This is an optimization exercise on Yosys and OpenROAD, whose aim is small area, a short achievable clock period and few clock cycles per item, not a production implementation.
Only simulation tests tie the RTL to the original design; equivalence was not proved.

==> inputs of run a <==
## sma_crossover_backtest
module sma_crossover_backtest (
    input  logic        clk,
    input  logic        rst_n,
    input  logic        s_tvalid,
    output logic        s_tready,
    input  logic [31:0] s_tdata,    
    input  logic        s_tlast,    
    output logic        m_tvalid,
    input  logic        m_tready,
    output logic [39:0] m_tdata,    
    output logic        m_tlast,    
    input  logic        cfg_we,
    input  logic [0:0]  cfg_index,
    input  logic [6:0]  cfg_data
);
clock: 10.0 ns
lec_check: 0
cap_margin: 20
core_margin: 2
core_utilization: 40
setup_slack_margin: 5
slew_margin: 20
run.sh (not shown) runs the stock make flow with config.mk's settings and CLKGATE_MAP_FILE= SYNTH_SCRIPT=/design/flow/synth_recipe.tcl, a recipe that flattens the netlist after the stock synthesis.
==> run b: changes against run a <==
--- a/flow/design.v
+++ b/flow/design.v
@@ -419,79 +419,80 @@
         T_DIV,
         T_MUL,
         T_MULEND,
         T_FIN
     } tstate_t;
     tstate_t       tst;
     logic [31:0]   tp;                
-    logic [34:0]   tp3, tp5, tp7;     
+    logic [33:0]   tp3;               
     logic          t_last, t_roi;
     logic          t_hold;            
     logic          cfresh;            
     logic [63:0]   cash;
     logic [63:0]   cash_cur;
     logic [31:0]   rr;                
     logic [32:0]   rc;                
     logic [63:0]   ll;                
     logic [4:0]    tcnt;
     logic          mlong;             
     logic          roi_start, roi_free;
     logic          pos_long;
     assign cash_cur = cfresh ? smac_pkg::START_CASH : cash;
-    logic          chain;
-    assign chain    = (tst == T_DIV) && (tcnt == 5'd0) && !t_last && hv && h_sell;
-    assign h_take   = ((tst == T_IDLE) && hv) || chain;
-    assign pos_long = (ll[63:40] != 24'd0);
-    logic          q_sat, q_33, q_36, q_39;
+    assign h_take   = (tst == T_IDLE) && hv;
+    assign pos_long = (ll[63:36] != 28'd0);
+    logic          q_sat, q_34, q_38;
     logic [127:0]  dvd;
     assign q_sat  = (cash_cur[63:32] >= hp);
-    assign q_33   = (cash_cur < {31'd0, hp, 1'b0});
-    assign q_36   = (cash_cur < {28'd0, hp, 4'd0});
-    assign q_39   = (cash_cur < {25'd0, hp, 7'd0});
+    assign q_34   = (cash_cur < {30'd0, hp, 2'b00});
+    assign q_38   = (cash_cur < {26'd0, hp, 6'd0});
     assign dvd    = {32'd0, cash_cur, 32'd0};
-    logic [34:0]   dx;
-    logic [35:0]   dt [8];
-    logic [34:0]   dm [8];
+    logic [33:0]   dx;
+    logic [34:0]   dt1, dt2, dt3;
     logic [31:0]   dr_n;
-    logic [2:0]    dq;
-    assign dx = {rr, ll[63:61]};
+    logic [1:0]    dq;
+    assign dx  = {rr, ll[63:62]};
+    assign dt1 = {1'b0, dx} - {3'b0, tp};
+    assign dt2 = {1'b0, dx} - {2'b0, tp, 1'b0};
+    assign dt3 = {1'b0, dx} - {1'b0, tp3};
     always_comb
     begin
-        dm[0] = '0;
-        dm[1] = {3'b0, tp};
-        dm[2] = {2'b0, tp, 1'b0};
-        dm[3] = tp3;
-        dm[4] = {1'b0, tp, 2'b0};
-        dm[5] = tp5;
-        dm[6] = {tp3[33:0], 1'b0};
-        dm[7] = tp7;
-        for (int k = 0; k < 8; k++)
-            dt[k] = {1'b0, dx} - {1'b0, dm[k]};
-        dq   = 3'd0;
-        dr_n = dx[31:0];
-        for (int k = 1; k < 8; k++)
-            if (!dt[k][35])
-            begin
-                dq   = 3'(k);
-                dr_n = dt[k][31:0];
-            end
+        if (!dt3[34])
+        begin
+            dq   = 2'd3;
+            dr_n = dt3[31:0];
+        end
+        else if (!dt2[34])
+        begin
+            dq   = 2'd2;
+            dr_n = dt2[31:0];
+        end
+        else if (!dt1[34])
+        begin
+            dq   = 2'd1;
+            dr_n = dt1[31:0];
+        end
+        else
+        begin
+            dq   = 2'd0;
+            dr_n = dx[31:0];
+        end
     end
-    logic [32:0]   ms [9];
-    logic [32:0]   mc [9];
-    logic [63:0]   ml [9];
+    logic [32:0]   ms [7];
+    logic [32:0]   mc [7];
+    logic [63:0]   ml [7];
     logic [32:0]   mpp;
     logic [32:0]   msum, mcar;
     always_comb
     begin
         ms[0] = {1'b0, rr};
         mc[0] = rc;
         ml[0] = ll;
-        for (int i = 0; i < 8; i++)
+        for (int i = 0; i < 6; i++)
         begin
-            mpp  = ml[i][0] ? {1'b0, tp} : 33'd0;
+            mpp  = (ml[i][0] && !(mlong && tcnt == 5'd0 && i >= 4)) ? {1'b0, tp} : 33'd0;
             msum = ms[i] ^ mc[i] ^ mpp;
             mcar = (ms[i] & mc[i]) | (ms[i] & mpp) | (mc[i] & mpp);
             ms[i+1] = {1'b0, msum[32:1]};
             mc[i+1] = mcar;
             ml[i+1] = {msum[0], ml[i][63:1]};
         end
     end
@@ -545,15 +546,15 @@
                             tst <= T_FIN;
                     end
                 T_DIV:
                     if (tcnt == 5'd0)
                     begin
                         t_hold <= 1'b1;
                         cfresh <= 1'b0;
-                        tst    <= t_last ? T_FIN : chain ? T_MUL : T_IDLE;
+                        tst    <= t_last ? T_FIN : T_IDLE;
                     end
                 T_MUL:
                     if (tcnt == 5'd0)
                         tst <= T_MULEND;
                 T_MULEND:
                 begin
                     t_hold <= 1'b0;
@@ -582,93 +583,76 @@
     always_ff @(posedge clk)
     begin
         unique case (tst)
             T_IDLE:
             if (hv)
             begin
                 tp     <= hp;
-                tp3    <= {3'b000, hp} + {2'b00, hp, 1'b0};
-                tp5    <= {3'b000, hp} + {1'b0, hp, 2'b00};
-                tp7    <= {hp, 3'b000} - {3'b000, hp};
+                tp3    <= {2'b00, hp} + {1'b0, hp, 1'b0};
                 t_last <= h_last;
                 t_roi  <= h_roi;
                 if (h_buy)
                 begin
                     if (q_sat)
                     begin
                         ll   <= '1;
                         cash <= '0;
                     end
-                    else if (q_33)
+                    else if (q_34)
                     begin
-                        {rr, ll} <= 96'(dvd << 31);
-                        tcnt     <= 5'd10;
+                        {rr, ll} <= 96'(dvd << 30);
+                        tcnt     <= 5'd16;
                     end
-                    else if (q_36)
+                    else if (q_38)
                     begin
-                        {rr, ll} <= 96'(dvd << 28);
-                        tcnt     <= 5'd11;
-                    end
-                    else if (q_39)
-                    begin
-                        {rr, ll} <= 96'(dvd << 25);
-                        tcnt     <= 5'd12;
+                        {rr, ll} <= 96'(dvd << 26);
+                        tcnt     <= 5'd18;
                     end
                     else
                     begin
-                        {rr, ll} <= 96'(dvd >> 2);
-                        tcnt     <= 5'd21;
+                        {rr, ll} <= 96'(dvd);
+                        tcnt     <= 5'd31;
                     end
                 end
                 else
                 begin
                     rr    <= '0;
                     rc    <= '0;
                     mlong <= pos_long;
-                    tcnt  <= pos_long ? 5'd7 : 5'd4;
+                    tcnt  <= pos_long ? 5'd10 : 5'd5;
                 end
             end
             T_DIV:
             begin
                 rr   <= dr_n;
-                ll   <= {ll[60:0], dq};
+                ll   <= {ll[61:0], dq};
                 tcnt <= tcnt - 1'b1;
                 if (tcnt == 5'd0)
                     cash <= '0;
-                if (chain)
-                begin
-                    tp     <= hp;
-                    t_last <= h_last;
-                    t_roi  <= h_roi;
-                    rr     <= '0;
-                    rc     <= '0;
-                    mlong  <= (ll[60:37] != 24'd0);
-                    tcnt   <= (ll[60:37] != 24'd0) ? 5'd7 : 5'd4;
-                end
             end
             T_MUL:
             begin
-                rr   <= ms[8][31:0];
-                rc   <= mc[8];
-                ll   <= ml[8];
+                rr   <= ms[6][31:0];
+                rc   <= mc[6];
+                ll   <= ml[6];
                 tcnt <= tcnt - 1'b1;
             end
             T_MULEND:
             begin
                 if (mlong)
-                    cash <= {macc[31:0], ll[63:32]};
+                    cash <= {macc[29:0], ll[63:30]};
                 else
-                    cash <= {24'd0, macc[31:0], ll[63:56]};
+                    cash <= {28'd0, macc[31:0], ll[63:60]};
             end
             T_FIN:
             begin
                 rr    <= '0;
                 rc    <= '0;
                 mlong <= pos_long;
-                tcnt  <= pos_long ? 5'd7 : 5'd4;
+                tcnt  <= pos_long ? 5'd10 : 5'd5;
             end
             default: ;
         endcase
     end
     typedef enum logic [1:0] {
         R_IDLE,
         R_DIV,
@@ -680,16 +664,14 @@
     logic          rneg, rsat;
     logic [3:0]    rcnt;
     logic          roi_take;
     logic [37:0]   rx_pos, rx_neg;
     assign roi_free = (rst_s == R_IDLE);
     assign rx_pos   = cash_cur[37:0] - smac_pkg::START_CASH[37:0];
     assign rx_neg   = smac_pkg::START_CASH[37:0] - cash_cur[37:0];
-    logic [35:0]   rx_sel;
-    assign rx_sel   = (cash_cur < smac_pkg::START_CASH) ? rx_neg[37:2] : rx_pos[37:2];
     function automatic logic [5:0] st25(input logic [4:0] r, input logic b);
         case ({r, b})
             6'd0: st25 = {1'b0, 5'd0};
             6'd1: st25 = {1'b0, 5'd1};
             6'd2: st25 = {1'b0, 5'd2};
             6'd3: st25 = {1'b0, 5'd3};
             6'd4: st25 = {1'b0, 5'd4};
@@ -775,30 +757,17 @@
     always_ff @(posedge clk)
     begin
         unique case (rst_s)
             R_IDLE:
             begin
                 rneg <= (cash_cur < smac_pkg::START_CASH);
                 rsat <= (cash_cur >= smac_pkg::SAT_CASH);
+                ry   <= (cash_cur < smac_pkg::START_CASH) ? rx_neg[37:2] : rx_pos[37:2];
                 rrem <= '0;
-                if (rx_sel[35:16] == 20'd0)
-                begin
-                    ry   <= rx_sel << 20;
-                    rcnt <= 4'(16 / RS - 1);
-                end
-                else if (rx_sel[35:24] == 12'd0)
-                begin
-                    ry   <= rx_sel << 12;
-                    rcnt <= 4'(24 / RS - 1);
-                end
-                else
-                begin
-                    ry   <= rx_sel;
-                    rcnt <= 4'(36 / RS - 1);
-                end
+                rcnt <= 4'(36 / RS - 1);
             end
             R_DIV:
             begin
                 ry   <= rdy_y[RS];
                 rrem <= rdy_r[RS];
                 rcnt <= rcnt - 1'b1;
             end
==> run c: changes against run a <==
--- a/flow/design.v
+++ b/flow/design.v
@@ -427,31 +427,34 @@
     logic          t_last, t_roi;
     logic          t_hold;            
     logic          cfresh;            
     logic [63:0]   cash;
     logic [63:0]   cash_cur;
     logic [31:0]   rr;                
     logic [32:0]   rc;                
+    logic          mhi;               
+    logic          mci;               
     logic [63:0]   ll;                
     logic [4:0]    tcnt;
     logic          mlong;             
     logic          roi_start, roi_free;
     logic          pos_long;
     assign cash_cur = cfresh ? smac_pkg::START_CASH : cash;
     logic          chain;
+    logic [63:0]   cash_new, cash_src;
     assign chain    = (tst == T_DIV) && (tcnt == 5'd0) && !t_last && hv && h_sell;
     assign h_take   = ((tst == T_IDLE) && hv) || chain;
     assign pos_long = (ll[63:40] != 24'd0);
     logic          q_sat, q_33, q_36, q_39;
     logic [127:0]  dvd;
-    assign q_sat  = (cash_cur[63:32] >= hp);
-    assign q_33   = (cash_cur < {31'd0, hp, 1'b0});
-    assign q_36   = (cash_cur < {28'd0, hp, 4'd0});
-    assign q_39   = (cash_cur < {25'd0, hp, 7'd0});
-    assign dvd    = {32'd0, cash_cur, 32'd0};
+    assign q_sat  = (cash_src[63:32] >= hp);
+    assign q_33   = (cash_src < {31'd0, hp, 1'b0});
+    assign q_36   = (cash_src < {28'd0, hp, 4'd0});
+    assign q_39   = (cash_src < {25'd0, hp, 7'd0});
+    assign dvd    = {32'd0, cash_src, 32'd0};
     logic [34:0]   dx;
     logic [35:0]   dt [8];
     logic [34:0]   dm [8];
     logic [31:0]   dr_n;
     logic [2:0]    dq;
     assign dx = {rr, ll[63:61]};
     always_comb
@@ -471,36 +474,53 @@
         for (int k = 1; k < 8; k++)
             if (!dt[k][35])
             begin
                 dq   = 3'(k);
                 dr_n = dt[k][31:0];
             end
     end
-    logic [32:0]   ms [9];
-    logic [32:0]   mc [9];
-    logic [63:0]   ml [9];
-    logic [32:0]   mpp;
-    logic [32:0]   msum, mcar;
+    localparam int MW = 41;
+    function automatic logic [2*MW-1:0] csa(input logic [MW-1:0] a, input logic [MW-1:0] b,
+                                            input logic [MW-1:0] c);
+        csa = {((a & b) | (a & c) | (b & c)) << 1, a ^ b ^ c};
+    endfunction
+    logic [MW-1:0] mr0 [11];
+    logic [MW-1:0] mr1 [8];
+    logic [MW-1:0] mr2 [6];
+    logic [MW-1:0] mr3 [4];
+    logic [MW-1:0] mr4 [3];
+    logic [MW-1:0] mr5 [2];
+    logic [8:0]    mlow;
     always_comb
     begin
-        ms[0] = {1'b0, rr};
-        mc[0] = rc;
-        ml[0] = ll;
+        mr0[0]  = MW'({mhi, rr});
+        mr0[1]  = MW'(rc);
+        mr0[2]  = MW'(mci);
         for (int i = 0; i < 8; i++)
-        begin
-            mpp  = ml[i][0] ? {1'b0, tp} : 33'd0;
-            msum = ms[i] ^ mc[i] ^ mpp;
-            mcar = (ms[i] & mc[i]) | (ms[i] & mpp) | (mc[i] & mpp);
-            ms[i+1] = {1'b0, msum[32:1]};
-            mc[i+1] = mcar;
-            ml[i+1] = {msum[0], ml[i][63:1]};
-        end
+            mr0[3 + i] = ll[i] ? (MW'(tp) << i) : '0;
+        {mr1[1], mr1[0]} = csa(mr0[0], mr0[1], mr0[2]);
+        {mr1[3], mr1[2]} = csa(mr0[3], mr0[4], mr0[5]);
+        {mr1[5], mr1[4]} = csa(mr0[6], mr0[7], mr0[8]);
+        mr1[6] = mr0[9];
+        mr1[7] = mr0[10];
+        {mr2[1], mr2[0]} = csa(mr1[0], mr1[1], mr1[2]);
+        {mr2[3], mr2[2]} = csa(mr1[3], mr1[4], mr1[5]);
+        mr2[4] = mr1[6];
+        mr2[5] = mr1[7];
+        {mr3[1], mr3[0]} = csa(mr2[0], mr2[1], mr2[2]);
+        {mr3[3], mr3[2]} = csa(mr2[3], mr2[4], mr2[5]);
+        {mr4[1], mr4[0]} = csa(mr3[0], mr3[1], mr3[2]);
+        mr4[2] = mr3[3];
+        {mr5[1], mr5[0]} = csa(mr4[0], mr4[1], mr4[2]);
+        mlow = {1'b0, mr5[0][7:0]} + {1'b0, mr5[1][7:0]};
     end
-    logic [32:0]   macc;
-    assign macc = {1'b0, rr} + rc;
+    logic [33:0]   macc;
+    assign macc = {1'b0, mhi, rr} + {1'b0, rc} + 34'(mci);
+    assign cash_new = mlong ? {macc[31:0], ll[63:32]} : {24'd0, macc[31:0], ll[63:56]};
+    assign cash_src = cash_cur;
     logic          fin_now;           
     logic          fin_close;         
     assign fin_close = h_roi && t_hold;
     assign fin_now   = !fin_close && (!h_roi || roi_free);
     always_ff @(posedge clk or negedge rst_n)
     begin
         if (!rst_n)
@@ -590,18 +610,15 @@
                 tp5    <= {3'b000, hp} + {1'b0, hp, 2'b00};
                 tp7    <= {hp, 3'b000} - {3'b000, hp};
                 t_last <= h_last;
                 t_roi  <= h_roi;
                 if (h_buy)
                 begin
                     if (q_sat)
-                    begin
-                        ll   <= '1;
-                        cash <= '0;
-                    end
+                        ll <= '1;
                     else if (q_33)
                     begin
                         {rr, ll} <= 96'(dvd << 31);
                         tcnt     <= 5'd10;
                     end
                     else if (q_36)
                     begin
@@ -619,54 +636,54 @@
                         tcnt     <= 5'd21;
                     end
                 end
                 else
                 begin
                     rr    <= '0;
                     rc    <= '0;
+                    mhi   <= 1'b0;
+                    mci   <= 1'b0;
                     mlong <= pos_long;
                     tcnt  <= pos_long ? 5'd7 : 5'd4;
                 end
             end
             T_DIV:
             begin
                 rr   <= dr_n;
                 ll   <= {ll[60:0], dq};
                 tcnt <= tcnt - 1'b1;
-                if (tcnt == 5'd0)
-                    cash <= '0;
                 if (chain)
                 begin
                     tp     <= hp;
                     t_last <= h_last;
                     t_roi  <= h_roi;
                     rr     <= '0;
                     rc     <= '0;
+                    mhi    <= 1'b0;
+                    mci    <= 1'b0;
                     mlong  <= (ll[60:37] != 24'd0);
                     tcnt   <= (ll[60:37] != 24'd0) ? 5'd7 : 5'd4;
                 end
             end
             T_MUL:
             begin
-                rr   <= ms[8][31:0];
-                rc   <= mc[8];
-                ll   <= ml[8];
+                {mhi, rr} <= mr5[0][40:8];
+                rc   <= mr5[1][40:8];
+                mci  <= mlow[8];
+                ll   <= {mlow[7:0], ll[63:8]};
                 tcnt <= tcnt - 1'b1;
             end
             T_MULEND:
-            begin
-                if (mlong)
-                    cash <= {macc[31:0], ll[63:32]};
-                else
-                    cash <= {24'd0, macc[31:0], ll[63:56]};
-            end
+                cash <= cash_new;
             T_FIN:
             begin
                 rr    <= '0;
                 rc    <= '0;
+                mhi   <= 1'b0;
+                mci   <= 1'b0;
                 mlong <= pos_long;
                 tcnt  <= pos_long ? 5'd7 : 5'd4;
             end
             default: ;
         endcase
     end
     typedef enum logic [1:0] {
==> notes.md <==
item	run a	run b	run c
Area share of the leading cell type in the synthesized netlist	45.8%	48.5%	45.4%
Met3 wire len	38000 um	42700 um	47200 um
N_taps	6475	5976	6500
Outcome	no timing/DRC/antenna violations	no timing/DRC/antenna violations	no timing/DRC/antenna violations
Yosys cell types	97	99	126
Placeable Area	0.489 sq mm	0.452 sq mm	0.493 sq mm
Count of non-CTS inverters in the layout	1091	978	1244
Logic depth of the worst setup path including buffers	15	13	16
Worst Setup Slack post-DPL	3260 ps	4210 ps	4070 ps
Share of synthesized cell area in full adder, half adder and majority cells	12.3%	11.0%	12.6%
Horizontal die dimension	704 um	677 um	708 um
Worst slew slack as a fraction of its limit	19.7%	15.3%	22.1%
First-pass iteration count of the detailed router	12	7	8
Number of flip-flops and latches in the synthesized netlist	3432	3364	3433
Placer congestion estimate	0.940	0.921	0.967
Sequential cell area share	45.2%	48.1%	44.9%
Maximum operating frequency	175 MHz	205 MHz	201 MHz
Final design instance area without fill	0.220 sq mm	0.202 sq mm	0.221 sq mm
Clock buffer count from CTS	370	360	368
End of the worst hold path	pr4[9]$_DFF_P_	pr4[24]$_DFF_P_	l4$_DFF_P_
N_diodes	17	17	16
Source of the critical timing path	ll[0]$_DFFE_PP_	cfresh$_DFFE_PN1P_	ll[62]$_DFFE_PP_
Testbench counts of run a, summed over its fixed seeds: cycles 26,412, items 19,495.
Testbench counts of run b, summed over its fixed seeds: cycles 31,516, items 19,495.
Testbench counts of run c, summed over its fixed seeds: cycles 26,412, items 19,495.

## re-timing with driven ports
The results above use ideal ports. As a check the final layouts listed here were re-extracted and re-timed, cells and wires unchanged. Step 1, drivers: a clkbuf_16 drives clk and a buf_2 each remaining input, both assumed. Step 2, shift: input delay + t, output delay - t, t = (earliest + latest rising clock arrival at the registers) / 2. This alone moves slack from input paths to output paths. a / b / c = no drivers / after step 1 / after step 2; a / b = the first two.
run	t, ns	setup WS [ns]	latest minus earliest clock arrival (ns)
run a	1.086	4.297 / 4.297 / 4.297	0.136 / 0.136
run b	1.083	5.113 / 5.113 / 5.113	0.112 / 0.112
run c	1.071	5.020 / 5.020 / 5.020	0.096 / 0.096
After both steps every run listed still meets setup and hold.
